Context: an optimization exercise on an open-source flow, tuned for small area, a short achievable clock period and few clock cycles per item. The choices shown serve that exercise and are no tape-out recipe.
At most, simulation tests tie the RTL to the original design; equivalence was not proved.
Power figures rest on the tool's default switching activity, not on a simulated workload.

==> inputs of 02-10 <==
==> flow/design.v <==
`timescale 1ns / 1ps
package gasp_pkg;
    localparam int SIDE_W = 13;
    localparam int POS_W  = 12;
    localparam int PAGE_W = 4;
    localparam logic [SIDE_W-1:0] RESET_SIDE = SIDE_W'(1024);
    localparam logic [SIDE_W-1:0] MAX_SIDE   = SIDE_W'(4096);
    localparam logic [1:0] FMT_BGRA = 2'd0;
    localparam logic [1:0] FMT_GRAY = 2'd1;
    localparam logic [1:0] FMT_MONO = 2'd2;
    localparam logic [2:0] ST_OK       = 3'd0;
    localparam logic [2:0] ST_EMPTY    = 3'd1;
    localparam logic [2:0] ST_NO_PAGES = 3'd2;
    localparam logic [2:0] ST_OUTSIDE  = 3'd3;
    localparam logic [2:0] ST_NO_GLYPH = 3'd4;
    localparam int DIV_K0 = 1;
    localparam int DIV_K1 = 3;
    localparam int DIV_K2 = 3;
    localparam int DIV_K3 = 1;
endpackage
`timescale 1ns / 1ps
module gasp_front (
    input  logic [7:0] i_chan,
    input  logic [7:0] i_div,
    output logic       o_sat,
    output logic [7:0] o_rem,
    output logic [7:0] o_sh
);
    logic [15:0] num;
    assign num   = {i_chan, 8'd0} - {8'd0, i_chan};
    assign o_sat = (i_chan > i_div);
    gasp_div_steps #(.N(gasp_pkg::DIV_K0)) u_steps (
        .i_rem(num[15:8]),
        .i_sh (num[7:0]),
        .i_div(i_div),
        .o_rem(o_rem),
        .o_sh (o_sh)
    );
endmodule
`timescale 1ns / 1ps
module gasp_div_steps #(
    parameter int N = 1
) (
    input  logic [7:0] i_rem,
    input  logic [7:0] i_sh,
    input  logic [7:0] i_div,
    output logic [7:0] o_rem,
    output logic [7:0] o_sh
);
    logic [7:0] rem [N+1];
    logic [7:0] sh  [N+1];
    assign rem[0] = i_rem;
    assign sh[0]  = i_sh;
    for (genvar j = 0; j < N; j++) begin : g_step
        logic [8:0] trial;
        logic [9:0] diff;
        assign trial     = {rem[j], sh[j][7]};
        assign diff      = {1'b0, trial} - {2'b0, i_div};
        assign rem[j+1]  = diff[9] ? trial[7:0] : diff[7:0];
        assign sh[j+1]   = {sh[j][6:0], !diff[9]};
    end
    assign o_rem = rem[N];
    assign o_sh  = sh[N];
endmodule
`timescale 1ns / 1ps
module gasp_back #(
    parameter int N = 1
) (
    input  logic [50:0] i_ch,
    input  logic [7:0]  i_div,
    output logic [50:0] o_ch
);
    for (genvar k = 0; k < 3; k++) begin : g_ch
        gasp_div_steps #(.N(N)) u_steps (
            .i_rem(i_ch[k*17 + 8 +: 8]),
            .i_sh (i_ch[k*17 +: 8]),
            .i_div(i_div),
            .o_rem(o_ch[k*17 + 8 +: 8]),
            .o_sh (o_ch[k*17 +: 8])
        );
        assign o_ch[k*17 + 16] = i_ch[k*17 + 16];
    end
endmodule
`timescale 1ns / 1ps
module glyph_atlas_shelf_packer_writer_unit (
    input  logic                 i_clk,
    input  logic                 i_rst_n,
    input  logic                 i_cfg_we,
    input  logic                 i_cfg_index,
    input  logic [12:0]          i_cfg_data,
    input  logic                 i_in_valid,
    output logic                 o_in_ready,
    input  logic [61:0]          i_in_word,
    output logic                 o_out_valid,
    input  logic                 i_out_ready,
    output logic [64:0]          o_out_word
);
    localparam int SW = gasp_pkg::SIDE_W;
    localparam int PW = 61;
    logic [SW-1:0] r_aw, r_ah, cfg_side;
    always_comb begin
        cfg_side = i_cfg_data;
        if (cfg_side == '0) cfg_side = SW'(1);
        else if (cfg_side > gasp_pkg::MAX_SIDE) cfg_side = gasp_pkg::MAX_SIDE;
    end
    always_ff @(posedge i_clk) begin
        if (!i_rst_n) begin
            r_aw <= gasp_pkg::RESET_SIDE;
            r_ah <= gasp_pkg::RESET_SIDE;
        end else if (i_cfg_we) begin
            if (i_cfg_index) r_ah <= cfg_side;
            else             r_aw <= cfg_side;
        end
    end
    logic          r_v1, r_v2, r_v3;
    logic          r_c1, r_c2, r_c3;       
    logic [PW-1:0] r_p1, r_p2, r_p3;
    logic          free1, free2, free3, blk, adv1, load1, xfer;
    assign free3 = !r_v3 || i_out_ready;
    assign free2 = !r_v2 || free3;
    assign blk   = !r_c1 && ((r_v2 && !r_c2) || (r_v3 && !r_c3));
    assign adv1  = r_v1 && free2 && !blk;
    assign free1 = !r_v1 || adv1;
    assign load1 = i_in_valid && free1;
    assign xfer  = r_v3 && i_out_ready;
    assign o_in_ready  = free1;
    assign o_out_valid = r_v3;
    always_ff @(posedge i_clk) begin
        if (!i_rst_n) begin
            r_v1 <= 1'b0;
            r_v2 <= 1'b0;
            r_v3 <= 1'b0;
        end else begin
            if (free1) r_v1 <= i_in_valid;
            if (free2) r_v2 <= adv1;
            if (free3) r_v3 <= r_v2;
        end
    end
    logic          in_cmd;
    logic [SW-1:0] in_w, in_h;
    logic [1:0]    in_fmt;
    logic [7:0]    in_ch [3];      
    logic [7:0]    in_a, in_div;
    logic          in_mono, in_a0;
    logic [PW-1:0] in_pay;
    assign in_cmd   = i_in_word[61];
    assign in_w     = i_in_word[60:48];
    assign in_h     = i_in_word[47:35];
    assign in_fmt   = i_in_word[34:33];
    assign in_ch[2] = i_in_word[32:25];
    assign in_ch[1] = i_in_word[24:17];
    assign in_ch[0] = i_in_word[16:9];
    assign in_a     = i_in_word[8:1];
    assign in_mono  = i_in_word[0];
    assign in_a0    = (in_a == 8'd0);
    assign in_div   = in_a0 ? 8'd255 : in_a;
    logic [50:0] in_chs;
    for (genvar k = 0; k < 3; k++) begin : g_in
        gasp_front u_front (
            .i_chan(in_ch[k]),
            .i_div (in_div),
            .o_sat (in_chs[k*17 + 16]),
            .o_rem (in_chs[k*17 + 8 +: 8]),
            .o_sh  (in_chs[k*17 +: 8])
        );
    end
    always_comb begin
        in_pay = '0;
        if (in_cmd) begin
            in_pay = {in_div, in_a0, in_mono, in_chs};
        end else begin
            in_pay[27:0] = {in_fmt, in_w, in_h};
        end
    end
    always_ff @(posedge i_clk) begin
        if (load1) begin
            r_c1 <= in_cmd;
            r_p1 <= in_pay;
        end
    end
    logic [SW-1:0] r_cx, r_cy, r_rh;
    logic [3:0]    r_page;
    logic [11:0]   r_px, r_py, r_ox, r_yend;
    logic [1:0]    r_fmt;
    logic          r_active;
    logic [SW-1:0] a_xw, a_yh, a_cyr, a_w, a_h;
    logic          a_empty, a_outside, a_wrap, a_np, a_nopages, a_ok;
    logic [2:0]    a_status;
    logic [3:0]    a_page;
    logic [11:0]   a_ox, a_oy;
    logic [50:0]   a_chs;
    logic [PW-1:0] a_pay;
    assign a_w       = r_p1[25:13];
    assign a_h       = r_p1[12:0];
    assign a_xw      = SW'(r_aw - a_w);
    assign a_yh      = SW'(r_ah - a_h);
    assign a_empty   = (a_w == '0) || (a_h == '0);
    assign a_outside = (a_w > r_aw) || (a_h > r_ah);
    always_comb begin
        a_cyr     = SW'(r_cy + r_rh);
        a_wrap    = (r_cx > a_xw);
        a_np      = a_wrap ? (a_cyr > a_yh) : (r_cy > a_yh);
        a_nopages = a_np && (r_page == 4'd15);
        a_ok      = !a_empty && !a_outside && !a_nopages;
        if (a_empty)        a_status = gasp_pkg::ST_EMPTY;
        else if (a_outside) a_status = gasp_pkg::ST_OUTSIDE;
        else if (a_nopages) a_status = gasp_pkg::ST_NO_PAGES;
        else                a_status = gasp_pkg::ST_OK;
        a_page = a_ok ? 4'(r_page + {3'd0, a_np}) : r_page;
        a_ox   = (a_ok && !a_np && !a_wrap) ? r_cx[11:0] : '0;
        a_oy   = (a_ok && !a_np) ? (a_wrap ? a_cyr[11:0] : r_cy[11:0]) : '0;
    end
    gasp_back #(.N(gasp_pkg::DIV_K1)) u_sec1 (
        .i_ch (r_p1[50:0]),
        .i_div(r_p1[60:53]),
        .o_ch (a_chs)
    );
    assign a_pay = r_c1 ? {r_p1[60:51], a_chs}
                        : {a_status, a_page, a_ox, a_oy, a_wrap, a_np, r_p1[27:0]};
    always_ff @(posedge i_clk) begin
        if (free2) begin
            r_c2 <= r_c1;
            r_p2 <= a_pay;
        end
    end
    logic [50:0] b_chs;
    gasp_back #(.N(gasp_pkg::DIV_K2)) u_sec2 (
        .i_ch (r_p2[50:0]),
        .i_div(r_p2[60:53]),
        .o_ch (b_chs)
    );
    always_ff @(posedge i_clk) begin
        if (free3) begin
            r_c3 <= r_c2;
            r_p3 <= r_c2 ? {r_p2[60:51], b_chs} : r_p2;
        end
    end
    logic [2:0]    x_status;
    logic [3:0]    x_page;
    logic [11:0]   x_ox, x_oy;
    logic          x_wrap, x_np;
    logic [1:0]    x_fmt;
    logic [SW-1:0] x_w, x_h;
    logic          row_end, glyph_end;
    assign x_status = r_p3[60:58];
    assign x_page   = r_p3[57:54];
    assign x_ox     = r_p3[53:42];
    assign x_oy     = r_p3[41:30];
    assign x_wrap   = r_p3[29];
    assign x_np     = r_p3[28];
    assign x_fmt    = r_p3[27:26];
    assign x_w      = r_p3[25:13];
    assign x_h      = r_p3[12:0];
    assign row_end   = (12'(r_px + 12'd1) == r_cx[11:0]);
    assign glyph_end = (12'(r_py + 12'd1) == r_yend);
    always_ff @(posedge i_clk) begin
        if (!i_rst_n) begin
            r_cx     <= '0;
            r_cy     <= '0;
            r_rh     <= '0;
            r_page   <= '0;
            r_active <= 1'b0;
        end else if (xfer) begin
            if (!r_c3) begin
                r_active <= (x_status == gasp_pkg::ST_OK);
                if (x_status == gasp_pkg::ST_OK) begin
                    r_cx   <= SW'({1'b0, x_ox} + x_w);
                    r_cy   <= {1'b0, x_oy};
                    r_rh   <= (x_np || x_wrap || x_h > r_rh) ? x_h : r_rh;
                    r_page <= x_page;
                end else if (x_status == gasp_pkg::ST_NO_PAGES && x_wrap) begin
                    r_cx <= '0;
                    r_cy <= SW'(r_cy + r_rh);
                    r_rh <= '0;
                end
            end else if (r_active && row_end && glyph_end) begin
                r_active <= 1'b0;
            end
        end
    end
    always_ff @(posedge i_clk) begin
        if (xfer) begin
            if (!r_c3) begin
                r_px   <= x_ox;
                r_ox   <= x_ox;
                r_py   <= x_oy;
                r_yend <= 12'(x_oy + x_h);
                r_fmt  <= x_fmt;
            end else if (row_end) begin
                r_px <= r_ox;
                r_py <= 12'(r_py + 12'd1);
            end else begin
                r_px <= 12'(r_px + 12'd1);
            end
        end
    end
    logic [50:0] c_chs;
    logic [7:0]  c_div, c_a;
    logic        c_a0, c_mono;
    logic [7:0]  c_quo [3];
    assign c_div  = r_p3[60:53];
    assign c_a0   = r_p3[52];
    assign c_mono = r_p3[51];
    assign c_a    = c_a0 ? 8'd0 : c_div;
    gasp_back #(.N(gasp_pkg::DIV_K3)) u_sec3 (
        .i_ch (r_p3[50:0]),
        .i_div(c_div),
        .o_ch (c_chs)
    );
    for (genvar k = 0; k < 3; k++) begin : g_quo
        assign c_quo[k] = c_chs[k*17 + 16] ? 8'd255 : c_chs[k*17 +: 8];
    end
    logic [2:0]  o_status;
    logic [3:0]  o_page;
    logic [11:0] o_px, o_py;
    logic        o_csrc;
    logic [7:0]  o_r, o_g, o_b, o_a;
    always_comb begin
        o_status = gasp_pkg::ST_OK;
        o_page   = '0;
        o_px     = '0;
        o_py     = '0;
        o_csrc   = 1'b0;
        o_r      = '0;
        o_g      = '0;
        o_b      = '0;
        o_a      = '0;
        if (!r_c3) begin
            o_status = x_status;
            o_page   = x_page;
            o_px     = x_ox;
            o_py     = x_oy;
            o_csrc   = (x_fmt == gasp_pkg::FMT_BGRA);
        end else if (!r_active) begin
            o_status = gasp_pkg::ST_NO_GLYPH;
        end else begin
            o_page = r_page;
            o_px   = r_px;
            o_py   = r_py;
            o_csrc = (r_fmt == gasp_pkg::FMT_BGRA);
            case (r_fmt)
                gasp_pkg::FMT_BGRA: begin
                    o_r = c_quo[0];
                    o_g = c_quo[1];
                    o_b = c_quo[2];
                    o_a = c_a;
                end
                gasp_pkg::FMT_GRAY: begin
                    o_r = 8'd255;
                    o_g = 8'd255;
                    o_b = 8'd255;
                    o_a = c_a;
                end
                gasp_pkg::FMT_MONO: begin
                    o_r = 8'd255;
                    o_g = 8'd255;
                    o_b = 8'd255;
                    o_a = c_mono ? 8'd255 : 8'd0;
                end
                default: ;
            endcase
        end
    end
    assign o_out_word = {r_c3, o_status, o_page, o_px, o_py, o_csrc, o_r, o_g, o_b, o_a};
endmodule
==> flow/run.sh <==
#!/bin/bash
# synth_recipe.tcl (not shown) runs the flow's synth.tcl, then flattens the netlist and writes it again
# the make line also repeats each setting of config.mk as NAME=value (left out here)
make -C /OpenROAD-flow-scripts/flow DESIGN_CONFIG=/design/flow/config.mk WORK_HOME=/design/flow/orfs CLKGATE_MAP_FILE= SYNTH_SCRIPT=/design/flow/synth_recipe.tcl finish
==> flow/config.mk <==
export PLATFORM = sky130hd
export DESIGN_NAME = glyph_atlas_shelf_packer_writer_unit
export DESIGN_NICKNAME = glyph_atlas_shelf_packer_writer_unit
export VERILOG_FILES = /design/flow/design.v
export SDC_FILE = /design/flow/constraint.sdc
export NUM_CORES = 4
export LEC_CHECK = 0
export CAP_MARGIN = 20
export CORE_MARGIN = 2
export CORE_UTILIZATION = 40
export SLEW_MARGIN = 20
==> flow/constraint.sdc <==
create_clock -name core_clock -period 12.0 [get_ports {i_clk}]
set_input_delay 2.4000 -clock core_clock [delete_from_list [all_inputs] [get_ports {i_clk}]]
set_output_delay 2.4000 -clock core_clock [all_outputs]
set_load 0.01 [all_outputs]
==> 09-21 (differences from 02-10) <==
--- a/flow/design.v
+++ b/flow/design.v
@@ -16,5 +16,6 @@
     localparam int DIV_K0 = 1;
-    localparam int DIV_K1 = 3;
-    localparam int DIV_K2 = 3;
-    localparam int DIV_K3 = 1;
+    localparam int DIV_K1 = 2;
+    localparam int DIV_K2 = 2;
+    localparam int DIV_K3 = 2;
+    localparam int DIV_K4 = 1;
 endpackage
@@ -114,15 +115,16 @@
     end
-    logic          r_v1, r_v2, r_v3;
-    logic          r_c1, r_c2, r_c3;       
-    logic [PW-1:0] r_p1, r_p2, r_p3;
-    logic          free1, free2, free3, blk, adv1, load1, xfer;
-    assign free3 = !r_v3 || i_out_ready;
+    logic          r_v1, r_v2, r_v3, r_v4;
+    logic          r_c1, r_c2, r_c3, r_c4;     
+    logic [PW-1:0] r_p1, r_p2, r_p3, r_p4;
+    logic          free1, free2, free3, free4, blk, adv3, load1, xfer;
+    assign free4 = !r_v4 || i_out_ready;
+    assign blk   = !r_c3 && r_v4 && !r_c4;
+    assign adv3  = r_v3 && free4 && !blk;
+    assign free3 = !r_v3 || adv3;
     assign free2 = !r_v2 || free3;
-    assign blk   = !r_c1 && ((r_v2 && !r_c2) || (r_v3 && !r_c3));
-    assign adv1  = r_v1 && free2 && !blk;
-    assign free1 = !r_v1 || adv1;
+    assign free1 = !r_v1 || free2;
     assign load1 = i_in_valid && free1;
-    assign xfer  = r_v3 && i_out_ready;
+    assign xfer  = r_v4 && i_out_ready;
     assign o_in_ready  = free1;
-    assign o_out_valid = r_v3;
+    assign o_out_valid = r_v4;
     always_ff @(posedge i_clk) begin
@@ -132,6 +134,8 @@
             r_v3 <= 1'b0;
+            r_v4 <= 1'b0;
         end else begin
             if (free1) r_v1 <= i_in_valid;
-            if (free2) r_v2 <= adv1;
+            if (free2) r_v2 <= r_v1;
             if (free3) r_v3 <= r_v2;
+            if (free4) r_v4 <= adv3;
         end
@@ -185,28 +189,14 @@
     logic          r_active;
-    logic [SW-1:0] a_xw, a_yh, a_cyr, a_w, a_h;
-    logic          a_empty, a_outside, a_wrap, a_np, a_nopages, a_ok;
-    logic [2:0]    a_status;
-    logic [3:0]    a_page;
-    logic [11:0]   a_ox, a_oy;
-    logic [50:0]   a_chs;
-    logic [PW-1:0] a_pay;
-    assign a_w       = r_p1[25:13];
-    assign a_h       = r_p1[12:0];
-    assign a_xw      = SW'(r_aw - a_w);
-    assign a_yh      = SW'(r_ah - a_h);
-    assign a_empty   = (a_w == '0) || (a_h == '0);
-    assign a_outside = (a_w > r_aw) || (a_h > r_ah);
+    logic [50:0]   a_chs, b_chs;
+    logic [SW-1:0] a_w, a_h;
+    logic [PW-1:0] a_place;
+    assign a_w = r_p1[25:13];
+    assign a_h = r_p1[12:0];
     always_comb begin
-        a_cyr     = SW'(r_cy + r_rh);
-        a_wrap    = (r_cx > a_xw);
-        a_np      = a_wrap ? (a_cyr > a_yh) : (r_cy > a_yh);
-        a_nopages = a_np && (r_page == 4'd15);
-        a_ok      = !a_empty && !a_outside && !a_nopages;
-        if (a_empty)        a_status = gasp_pkg::ST_EMPTY;
-        else if (a_outside) a_status = gasp_pkg::ST_OUTSIDE;
-        else if (a_nopages) a_status = gasp_pkg::ST_NO_PAGES;
-        else                a_status = gasp_pkg::ST_OK;
-        a_page = a_ok ? 4'(r_page + {3'd0, a_np}) : r_page;
-        a_ox   = (a_ok && !a_np && !a_wrap) ? r_cx[11:0] : '0;
-        a_oy   = (a_ok && !a_np) ? (a_wrap ? a_cyr[11:0] : r_cy[11:0]) : '0;
+        a_place        = '0;
+        a_place[55:43] = SW'(r_aw - a_w);
+        a_place[42:30] = SW'(r_ah - a_h);
+        a_place[29]    = (a_w == '0) || (a_h == '0);
+        a_place[28]    = (a_w > r_aw) || (a_h > r_ah);
+        a_place[27:0]  = r_p1[27:0];
     end
@@ -217,4 +207,2 @@
     );
-    assign a_pay = r_c1 ? {r_p1[60:51], a_chs}
-                        : {a_status, a_page, a_ox, a_oy, a_wrap, a_np, r_p1[27:0]};
     always_ff @(posedge i_clk) begin
@@ -222,6 +210,5 @@
             r_c2 <= r_c1;
-            r_p2 <= a_pay;
+            r_p2 <= r_c1 ? {r_p1[60:51], a_chs} : a_place;
         end
     end
-    logic [50:0] b_chs;
     gasp_back #(.N(gasp_pkg::DIV_K2)) u_sec2 (
@@ -237,2 +224,40 @@
     end
+    logic [SW-1:0] s_xw, s_yh, s_cyr;
+    logic          s_empty, s_outside, s_wrap, s_np, s_nopages, s_ok;
+    logic [2:0]    s_status;
+    logic [3:0]    s_page;
+    logic [11:0]   s_ox, s_oy;
+    logic [50:0]   s_chs;
+    logic [PW-1:0] s_pay;
+    assign s_xw      = r_p3[55:43];
+    assign s_yh      = r_p3[42:30];
+    assign s_empty   = r_p3[29];
+    assign s_outside = r_p3[28];
+    always_comb begin
+        s_cyr     = SW'(r_cy + r_rh);
+        s_wrap    = (r_cx > s_xw);
+        s_np      = s_wrap ? (s_cyr > s_yh) : (r_cy > s_yh);
+        s_nopages = s_np && (r_page == 4'd15);
+        s_ok      = !s_empty && !s_outside && !s_nopages;
+        if (s_empty)        s_status = gasp_pkg::ST_EMPTY;
+        else if (s_outside) s_status = gasp_pkg::ST_OUTSIDE;
+        else if (s_nopages) s_status = gasp_pkg::ST_NO_PAGES;
+        else                s_status = gasp_pkg::ST_OK;
+        s_page = s_ok ? 4'(r_page + {3'd0, s_np}) : r_page;
+        s_ox   = (s_ok && !s_np && !s_wrap) ? r_cx[11:0] : '0;
+        s_oy   = (s_ok && !s_np) ? (s_wrap ? s_cyr[11:0] : r_cy[11:0]) : '0;
+    end
+    gasp_back #(.N(gasp_pkg::DIV_K3)) u_sec3 (
+        .i_ch (r_p3[50:0]),
+        .i_div(r_p3[60:53]),
+        .o_ch (s_chs)
+    );
+    assign s_pay = r_c3 ? {r_p3[60:51], s_chs}
+                        : {s_status, s_page, s_ox, s_oy, s_wrap, s_np, r_p3[27:0]};
+    always_ff @(posedge i_clk) begin
+        if (free4) begin
+            r_c4 <= r_c3;
+            r_p4 <= s_pay;
+        end
+    end
     logic [2:0]    x_status;
@@ -244,11 +269,11 @@
     logic          row_end, glyph_end;
-    assign x_status = r_p3[60:58];
-    assign x_page   = r_p3[57:54];
-    assign x_ox     = r_p3[53:42];
-    assign x_oy     = r_p3[41:30];
-    assign x_wrap   = r_p3[29];
-    assign x_np     = r_p3[28];
-    assign x_fmt    = r_p3[27:26];
-    assign x_w      = r_p3[25:13];
-    assign x_h      = r_p3[12:0];
+    assign x_status = r_p4[60:58];
+    assign x_page   = r_p4[57:54];
+    assign x_ox     = r_p4[53:42];
+    assign x_oy     = r_p4[41:30];
+    assign x_wrap   = r_p4[29];
+    assign x_np     = r_p4[28];
+    assign x_fmt    = r_p4[27:26];
+    assign x_w      = r_p4[25:13];
+    assign x_h      = r_p4[12:0];
     assign row_end   = (12'(r_px + 12'd1) == r_cx[11:0]);
@@ -263,3 +288,3 @@
         end else if (xfer) begin
-            if (!r_c3) begin
+            if (!r_c4) begin
                 r_active <= (x_status == gasp_pkg::ST_OK);
@@ -282,3 +307,3 @@
         if (xfer) begin
-            if (!r_c3) begin
+            if (!r_c4) begin
                 r_px   <= x_ox;
@@ -300,8 +325,8 @@
     logic [7:0]  c_quo [3];
-    assign c_div  = r_p3[60:53];
-    assign c_a0   = r_p3[52];
-    assign c_mono = r_p3[51];
+    assign c_div  = r_p4[60:53];
+    assign c_a0   = r_p4[52];
+    assign c_mono = r_p4[51];
     assign c_a    = c_a0 ? 8'd0 : c_div;
-    gasp_back #(.N(gasp_pkg::DIV_K3)) u_sec3 (
-        .i_ch (r_p3[50:0]),
+    gasp_back #(.N(gasp_pkg::DIV_K4)) u_sec4 (
+        .i_ch (r_p4[50:0]),
         .i_div(c_div),
@@ -327,3 +352,3 @@
         o_a      = '0;
-        if (!r_c3) begin
+        if (!r_c4) begin
             o_status = x_status;
@@ -363,3 +388,3 @@
     end
-    assign o_out_word = {r_c3, o_status, o_page, o_px, o_py, o_csrc, o_r, o_g, o_b, o_a};
+    assign o_out_word = {r_c4, o_status, o_page, o_px, o_py, o_csrc, o_r, o_g, o_b, o_a};
 endmodule
==> flow/flow/run.sh (new file) <==
#!/bin/bash
set -euo pipefail
bash standard.sh "BUFFER_PORTS_ARGS=-buffer_cell sky130_fd_sc_hd__buf_4" SETUP_SLACK_MARGIN=7 finish > standard_flow.log 2>&1
==> flow/standard.sh (new file) <==
#!/bin/bash
# synth_recipe.tcl (not shown) runs the flow's synth.tcl, then flattens the netlist and writes it again
# the make line also repeats each setting of config.mk as NAME=value (left out here)
make -C /OpenROAD-flow-scripts/flow DESIGN_CONFIG=/design/flow/config.mk WORK_HOME=/design/flow/orfs CLKGATE_MAP_FILE= SYNTH_SCRIPT=/design/flow/synth_recipe.tcl "${@:-finish}"
Settings changed: CORE_UTILIZATION 40 to 60, SETUP_SLACK_MARGIN set to 5.
removed: flow/run.sh
==> summary of the runs <==
- 09-21 ran to the end with no violations. 02-10 produced a clean layout.
- Against 09-21, the combinational power of 02-10 is higher by about 5%.
- Against 09-21, the non-clock buffer count of 02-10 is lower by 168.
- Against 09-21, the via count of 02-10 is smaller by 9.9%.
- In 09-21 the maximum frequency is larger than in 02-10, by 43%.
- Worst setup slack: 09-21 is better than 02-10 (2.3 ns).
Testbench counts of 09-21, summed over its fixed seeds: cycles 10,363, items 10,331.
Only the layout flow was run in 02-10; the RTL was not checked for function there.

static timing again, ports no longer ideal:
The flow's constraints put no driver on any port. The routed layouts listed below were extracted and timed again, unchanged, in two steps. Step 1, drivers: a clkbuf_16 drives i_clk and a buf_2 each remaining input, both assumed. Step 2, shift: input delay + t, output delay - t, t = (earliest + latest rising clock arrival at the registers) / 2. This alone moves slack from input paths to output paths. Slacks: ideal / step 1 / step 2; pairs: ideal / step 1.
run	shift t [ns]	setup WS [ns]	worst hold slack (ns)
02-10	0.619	4.266 / 4.266 / 4.266	0.422 / 0.422 / 0.422
09-21	0.637	6.582 / 6.507 / 6.100	0.418 / 0.418 / 0.418
After both steps every run listed still meets setup and hold. The setup slack of 09-21, which loses most, moves by -0.075 ns with the drivers and by -0.482 ns with both steps.
